Source: an optimization exercise on an open RTL-to-GDS flow (aim: small area). Production flows keep margins and buffers that such runs may drop. Where RTL was checked, it was by simulation tests only, not by an equivalence proof against the original. Power is estimated from default activity; no workload was simulated.

==> inputs of run B <==
==> flow/design.v <==
module brick_color_table #(
   parameter logic [7:0]  DEFAULT_COLOR = 8'hFF,
   parameter logic [15:0] STALL_LIMIT   = 16'd1000
) (
   input  logic       clk,
   input  logic       resetN,
   input  logic       newSeq,
   input  logic [7:0] colorIn,
   input  logic [7:0] colorCount,
   input  logic       rdReq,
   input  logic [7:0] brickIndex,
   output logic [7:0] brickColor,
   output logic       rdValid,
   output logic       tableReady,
   output logic [7:0] fillCount,
   output logic       stallErr
);
   logic       fill_r, ready_r, stall_err_r;
   logic [7:0] fill_count_r;
   logic [7:0] prev_r;
   logic [9:0] stall_r;         
   logic       advance_s, wr_en_s, stall_hit_s, full_s;
   always_ff @(posedge clk) prev_r <= colorCount;
   assign advance_s = (colorCount != prev_r);
   assign wr_en_s   = fill_r & ~newSeq & advance_s;
   assign full_s    = (colorCount == 8'd255);
   function automatic logic [9:0] lfsr_after(input int n);
      logic [9:0] s;
      s = 10'd0;
      for (int k = 0; k < n; k++) s = {s[8:0], ~(s[9] ^ s[6])};
      lfsr_after = s;
   endfunction
   localparam logic [9:0] STALL_LAST = lfsr_after(int'(STALL_LIMIT) - 1);
   always_ff @(posedge clk) begin
      if (newSeq | advance_s) stall_r <= 10'd0;
      else                    stall_r <= {stall_r[8:0], ~(stall_r[9] ^ stall_r[6])};
   end
   assign stall_hit_s = fill_r & ~advance_s & (stall_r == STALL_LAST);
   always_ff @(posedge clk or negedge resetN) begin
      if (!resetN) begin
         fill_r       <= 1'b0;
         ready_r      <= 1'b0;
         stall_err_r  <= 1'b0;
         fill_count_r <= 8'd0;
      end else if (newSeq) begin
         fill_r       <= 1'b1;
         ready_r      <= 1'b0;
         stall_err_r  <= 1'b0;
         fill_count_r <= 8'd0;
      end else begin
         if ((wr_en_s & full_s) | stall_hit_s) begin
            fill_r  <= 1'b0;
            ready_r <= 1'b1;
         end
         if (stall_hit_s) stall_err_r <= 1'b1;
         if (wr_en_s && fill_count_r != 8'd255) fill_count_r <= fill_count_r + 8'd1;
      end
   end
   logic [255:0]      we_s;
   logic [255:0]      valid_r;
   logic [255:0][7:0] mem_r;
   logic [255:0]      hold_s;
   logic              wr_dis_s;
   assign wr_dis_s = ~fill_r | newSeq | ~advance_s;
   for (genvar e = 0; e < 256; e++) begin : g_entry
      assign we_s[e]   = wr_en_s & (colorCount == 8'(e + 1));
      assign hold_s[e] = wr_dis_s | (colorCount != 8'(e + 1));
      logic [7:0] mem_d;
      assign mem_d = ({8{we_s[e]}} & colorIn) | ({8{hold_s[e]}} & mem_r[e]);
      always_ff @(posedge clk) mem_r[e] <= mem_d;
      always_ff @(posedge clk or negedge resetN) begin
         if (!resetN)      valid_r[e] <= 1'b0;
         else if (we_s[e]) valid_r[e] <= 1'b1;
      end
   end
   logic [15:0] rd_lo_s, rd_hi_s;
   for (genvar j = 0; j < 16; j++) begin : g_dec
      assign rd_lo_s[j] = (brickIndex[3:0] == 4'(j));
      assign rd_hi_s[j] = (brickIndex[7:4] == 4'(j));
   end
   logic [15:0][8:0] grp_s;
   for (genvar g = 0; g < 16; g++) begin : g_grp
      always_comb begin
         grp_s[g] = '0;
         for (int j = 0; j < 16; j++)
            grp_s[g] = grp_s[g] | ({9{rd_lo_s[j]}} & {valid_r[16*g+j], mem_r[16*g+j]});
      end
   end
   logic [8:0] rd_s;
   always_comb begin
      rd_s = '0;
      for (int g = 0; g < 16; g++)
         rd_s = rd_s | ({9{rd_hi_s[g]}} & grp_s[g]);
   end
   logic [7:0] brick_color_r;
   logic       rd_valid_r;
   always_ff @(posedge clk or negedge resetN) begin
      if (!resetN) begin
         brick_color_r <= DEFAULT_COLOR;
         rd_valid_r    <= 1'b0;
      end else begin
         rd_valid_r <= rdReq;
         if (rdReq) brick_color_r <= (ready_r & rd_s[8]) ? rd_s[7:0] : DEFAULT_COLOR;
      end
   end
   assign brickColor = brick_color_r;
   assign rdValid    = rd_valid_r;
   assign tableReady = ready_r;
   assign fillCount  = fill_count_r;
   assign stallErr   = stall_err_r;
endmodule
==> flow/run.sh <==
#!/bin/bash
# synth_recipe.tcl (not shown) runs the flow's synth.tcl, then flattens the netlist and writes it again
# the make line also repeats each setting of config.mk as NAME=value (left out here)
make -C /OpenROAD-flow-scripts/flow DESIGN_CONFIG=/design/flow/config.mk WORK_HOME=/design/flow/orfs CLKGATE_MAP_FILE= SYNTH_SCRIPT=/design/flow/synth_recipe.tcl finish
==> flow/config.mk <==
export PLATFORM = sky130hd
export DESIGN_NAME = brick_color_table
export DESIGN_NICKNAME = brick_color_table
export VERILOG_FILES = /design/flow/design.v
export SDC_FILE = /design/flow/constraint.sdc
export NUM_CORES = 4
export LEC_CHECK = 0
export CAP_MARGIN = 10
export CORE_MARGIN = 2
export CORE_UTILIZATION = 65
export SLEW_MARGIN = 10
==> flow/constraint.sdc <==
create_clock -name core_clock -period 8.0 [get_ports {clk}]
set_input_delay 1.6000 -clock core_clock [delete_from_list [all_inputs] [get_ports {clk}]]
set_output_delay 1.6000 -clock core_clock [all_outputs]
set_load 0.01 [all_outputs]
==> run M (differences from run B) <==
--- a/flow/design.v
+++ b/flow/design.v
@@ -57,39 +57,39 @@
       end
    end
-   logic [255:0]      we_s;
+   logic clr_r;
+   always_ff @(posedge clk or negedge resetN) begin
+      if (!resetN) clr_r <= 1'b1;
+      else         clr_r <= 1'b0;
+   end
+   logic [255:0]      we_s, hold_s;
    logic [255:0]      valid_r;
-   logic [255:0][7:0] mem_r;
-   logic [255:0]      hold_s;
-   logic              wr_dis_s;
-   assign wr_dis_s = ~fill_r | newSeq | ~advance_s;
+   logic [255:0][7:0] mem_r, mem_d;
    for (genvar e = 0; e < 256; e++) begin : g_entry
       assign we_s[e]   = wr_en_s & (colorCount == 8'(e + 1));
-      assign hold_s[e] = wr_dis_s | (colorCount != 8'(e + 1));
-      logic [7:0] mem_d;
-      assign mem_d = ({8{we_s[e]}} & colorIn) | ({8{hold_s[e]}} & mem_r[e]);
-      always_ff @(posedge clk) mem_r[e] <= mem_d;
-      always_ff @(posedge clk or negedge resetN) begin
-         if (!resetN)      valid_r[e] <= 1'b0;
-         else if (we_s[e]) valid_r[e] <= 1'b1;
-      end
+      assign hold_s[e] = ~we_s[e];
+      bct_ao22x8 u_ld (.a(we_s[e]), .b(hold_s[e]), .x(colorIn), .y(mem_r[e]), .z(mem_d[e]));
+      always_ff @(posedge clk) mem_r[e] <= mem_d[e];
+      always_ff @(posedge clk) valid_r[e] <= we_s[e] | (valid_r[e] & ~clr_r);
    end
-   logic [15:0] rd_lo_s, rd_hi_s;
-   for (genvar j = 0; j < 16; j++) begin : g_dec
-      assign rd_lo_s[j] = (brickIndex[3:0] == 4'(j));
-      assign rd_hi_s[j] = (brickIndex[7:4] == 4'(j));
+   logic [255:0]      rd_sel_s;
+   logic [255:0][8:0] rd_word_s;
+   for (genvar e = 0; e < 256; e++) begin : g_rsel
+      assign rd_sel_s[e]  = (brickIndex == 8'(e));
+      assign rd_word_s[e] = {valid_r[e], mem_r[e]};
    end
-   logic [15:0][8:0] grp_s;
-   for (genvar g = 0; g < 16; g++) begin : g_grp
-      always_comb begin
-         grp_s[g] = '0;
-         for (int j = 0; j < 16; j++)
-            grp_s[g] = grp_s[g] | ({9{rd_lo_s[j]}} & {valid_r[16*g+j], mem_r[16*g+j]});
-      end
+   localparam int NT = 86;      
+   logic [NT-1:0][8:0] rd_part_n;
+   for (genvar t = 0; t < 85; t++) begin : g_rd3
+      bct_aoi222x9 u_rd (.s0(rd_sel_s[3*t]),   .a(rd_word_s[3*t]),
+                         .s1(rd_sel_s[3*t+1]), .b(rd_word_s[3*t+1]),
+                         .s2(rd_sel_s[3*t+2]), .c(rd_word_s[3*t+2]),
+                         .yn(rd_part_n[t]));
    end
+   bct_nand2x9 u_rd_last (.s(rd_sel_s[255]), .a(rd_word_s[255]), .yn(rd_part_n[85]));
    logic [8:0] rd_s;
    always_comb begin
-      rd_s = '0;
-      for (int g = 0; g < 16; g++)
-         rd_s = rd_s | ({9{rd_hi_s[g]}} & grp_s[g]);
+      rd_s = '1;
+      for (int t = 0; t < NT; t++) rd_s = rd_s & rd_part_n[t];
+      rd_s = ~rd_s;
    end
    logic [7:0] brick_color_r;
@@ -110,2 +110,29 @@
    assign stallErr   = stall_err_r;
 endmodule
+module bct_ao22x8 (
+   input  logic       a,
+   input  logic       b,
+   input  logic [7:0] x,
+   input  logic [7:0] y,
+   output logic [7:0] z
+);
+   assign z = ({8{a}} & x) | ({8{b}} & y);
+endmodule
+module bct_aoi222x9 (
+   input  logic       s0,
+   input  logic       s1,
+   input  logic       s2,
+   input  logic [8:0] a,
+   input  logic [8:0] b,
+   input  logic [8:0] c,
+   output logic [8:0] yn
+);
+   assign yn = ~(({9{s0}} & a) | ({9{s1}} & b) | ({9{s2}} & c));
+endmodule
+module bct_nand2x9 (
+   input  logic       s,
+   input  logic [8:0] a,
+   output logic [8:0] yn
+);
+   assign yn = ~({9{s}} & a);
+endmodule
--- a/flow/config.mk
+++ b/flow/config.mk
@@ -6,6 +6,8 @@
 export NUM_CORES = 4
 export LEC_CHECK = 0
-export CAP_MARGIN = 10
+export CAP_MARGIN = 20
 export CORE_MARGIN = 2
-export CORE_UTILIZATION = 65
-export SLEW_MARGIN = 10
+export CORE_UTILIZATION = 50
+export SLEW_MARGIN = 20
+export SYNTH_HIERARCHICAL = 1
+export SYNTH_MINIMUM_KEEP_SIZE = 0
==> run E (differences from run B) <==
==> flow/design.v (replaced) <==
module brick_color_table #(
   parameter logic [7:0]  DEFAULT_COLOR = 8'hFF,
   parameter logic [15:0] STALL_LIMIT   = 16'd1000
) (
   input  logic       clk,
   input  logic       resetN,
   input  logic       newSeq,
   input  logic [7:0] colorIn,
   input  logic [7:0] colorCount,
   input  logic       rdReq,
   input  logic [7:0] brickIndex,
   output logic [7:0] brickColor,
   output logic       rdValid,
   output logic       tableReady,
   output logic [7:0] fillCount,
   output logic       stallErr
);
   typedef enum logic [1:0] {
      IDLE  = 2'd0,
      FILL  = 2'd1,
      READY = 2'd2
   } state_t;
   state_t      state_r, state_s;
   logic [7:0]  mem_r [0:255];
   logic [7:0]  prev_count_r, prev_count_s;
   logic [15:0] stall_cnt_r, stall_cnt_s;
   logic [7:0]  fill_count_r, fill_count_s;
   logic        table_ready_r, table_ready_s;
   logic        stall_err_r, stall_err_s;
   logic        wr_en_s;
   logic [7:0]  wr_addr_s;
   logic        advance_s;
   logic [7:0]  brick_color_r;
   logic        rd_valid_r;
   assign advance_s = (colorCount != prev_count_r);
   always_comb begin
      state_s       = state_r;
      prev_count_s  = prev_count_r;
      stall_cnt_s   = stall_cnt_r;
      fill_count_s  = fill_count_r;
      table_ready_s = table_ready_r;
      stall_err_s   = stall_err_r;
      wr_en_s       = 1'b0;
      wr_addr_s     = colorCount - 8'd1;
      if (newSeq) begin
         state_s       = FILL;
         prev_count_s  = colorCount;
         stall_cnt_s   = 16'd0;
         fill_count_s  = 8'd0;
         table_ready_s = 1'b0;
         stall_err_s   = 1'b0;
      end else begin
         case (state_r)
            IDLE: begin
               state_s = IDLE;
            end
            FILL: begin
               if (advance_s) begin
                  wr_en_s      = 1'b1;
                  prev_count_s = colorCount;
                  stall_cnt_s  = 16'd0;
                  if (fill_count_r == 8'd255) begin
                     fill_count_s = fill_count_r;
                  end else begin
                     fill_count_s = fill_count_r + 8'd1;
                  end
                  if (colorCount == 8'd255) begin
                     state_s       = READY;
                     table_ready_s = 1'b1;
                  end else begin
                     state_s = FILL;
                  end
               end else begin
                  stall_cnt_s = stall_cnt_r + 16'd1;
                  if (stall_cnt_s >= STALL_LIMIT) begin
                     state_s       = READY;
                     table_ready_s = 1'b1;
                     stall_err_s   = 1'b1;
                  end else begin
                     state_s = FILL;
                  end
               end
            end
            READY: begin
               state_s = READY;
            end
            default: begin
               state_s = IDLE;
            end
         endcase
      end
   end
   always_ff @(posedge clk or negedge resetN) begin
      if (!resetN) begin
         state_r       <= IDLE;
         prev_count_r  <= 8'd0;
         stall_cnt_r   <= 16'd0;
         fill_count_r  <= 8'd0;
         table_ready_r <= 1'b0;
         stall_err_r   <= 1'b0;
      end else begin
         state_r       <= state_s;
         prev_count_r  <= prev_count_s;
         stall_cnt_r   <= stall_cnt_s;
         fill_count_r  <= fill_count_s;
         table_ready_r <= table_ready_s;
         stall_err_r   <= stall_err_s;
      end
   end
   always_ff @(posedge clk or negedge resetN) begin
      if (!resetN) begin
         for (int i = 0; i < 256; i++) begin
            mem_r[i] <= DEFAULT_COLOR;
         end
      end else if (wr_en_s) begin
         mem_r[wr_addr_s] <= colorIn;
      end
   end
   always_ff @(posedge clk or negedge resetN) begin
      if (!resetN) begin
         brick_color_r <= DEFAULT_COLOR;
         rd_valid_r    <= 1'b0;
      end else begin
         rd_valid_r <= rdReq;
         if (rdReq) begin
            brick_color_r <= table_ready_r ? mem_r[brickIndex] : DEFAULT_COLOR;
         end
      end
   end
   assign brickColor = brick_color_r;
   assign rdValid    = rd_valid_r;
   assign tableReady = table_ready_r;
   assign fillCount  = fill_count_r;
   assign stallErr   = stall_err_r;
endmodule
--- a/flow/config.mk
+++ b/flow/config.mk
@@ -6,6 +6,6 @@
 export NUM_CORES = 4
 export LEC_CHECK = 0
-export CAP_MARGIN = 10
+export CAP_MARGIN = 40
 export CORE_MARGIN = 2
-export CORE_UTILIZATION = 65
-export SLEW_MARGIN = 10
+export CORE_UTILIZATION = 40
+export SLEW_MARGIN = 40
==> summary.txt <==
quantity	run E	run B	run M
Max_slew headroom	25.06%	-2.533%	16.12%
Total internal power	18.51 mW	19.70 mW	19.57 mW
Switching power as a share of total power	26.14%	22.39%	23.21%
DPL Wire Length	481700 µm	201700 µm	218700 µm
Fill count	21160	8198	15250
Result of the run	no timing/DRC/antenna violations	finished with violations	no timing/DRC/antenna violations
Violated checks	-	capacitance limit, slew limit	-
Global-route usage over all layers	54.20%	48.85%	35.90%
Mux cell area share after synthesis	24.04%	2.059%	0.03494%
Syn_nets	7198	5224	7936
Post-layout total power	25.07 mW	25.39 mW	25.49 mW
Vias per inst	7.524	7.925	7.228
Mapped Area	0.09652 mm²	0.08768 mm²	0.08953 mm²
Count of yosys warnings during synthesis	2	1	7
Post-Synth Adder-Cell Area	0.05185%	0.01427%	0.01398%
Maximum VDD drop	203.4 µV	216.2 µV	201.8 µV
Area occupied by multi-input gates	0.04068 mm²	0.01767 mm²	0.03483 mm²
Data required time of the worst path	8.80 ns	8.77 ns	8.82 ns
Site row count	180	134	155
Logic gate share of total power	7.1%	5.7%	4.4%
Sequential standard cell area	0.05495 mm²	0.06878 mm²	0.04703 mm²
Post-detailed-route wirelength per cell	61.60 µm	45.47 µm	34.36 µm
Flop+latch power	11.9 mW	13.5 mW	12.5 mW
Average cell area after synthesis	13.47 µm²	16.88 µm²	11.32 µm²
Fraction of standard cell area in multi-input logic	35.51%	17.95%	36.31%
Met1 usage	62.71%	63.44%	50.07%
Crit path buf inv count	4	1	1
Function not checked in run B: the RTL went through the layout flow alone.

[what the ideal ports hide]
In the flow no input, the clock included, has a driving cell. The finished layouts below were timed again as built, in two steps.
Step 1 (the two cells are an assumption about what drives the block):
set clk [get_ports {clk}]
set_driving_cell -lib_cell sky130_fd_sc_hd__clkbuf_16 $clk
set_driving_cell -lib_cell sky130_fd_sc_hd__buf_2 [delete_from_list [all_inputs] $clk]
Step 2, shift: input delay + t, output delay - t, t = (earliest + latest rising clock arrival at the registers) / 2. This alone moves slack from input paths to output paths.
a / b / c = ideal ports / drivers / drivers and shift; a / b = the first two.
run	t, ns	setup slack, ns	hold WS [ns]	worst setup path after step 2	slew at the worst register clock pin (ns)
run B	0.929	2.366 / 2.406 / 1.477	0.456 / 0.456 / 0.456	input to register	0.07 / 0.07
run M	0.947	1.626 / 1.629 / 0.682	0.454 / 0.454 / 0.454	input to register	0.07 / 0.07
run E	1.020	2.389 / 2.477 / 1.457	0.497 / 0.497 / 0.497	input to register	0.08 / 0.08
The setup slack of run M, which loses most, moves by +0.003 ns with the drivers and by -0.944 ns with both steps.
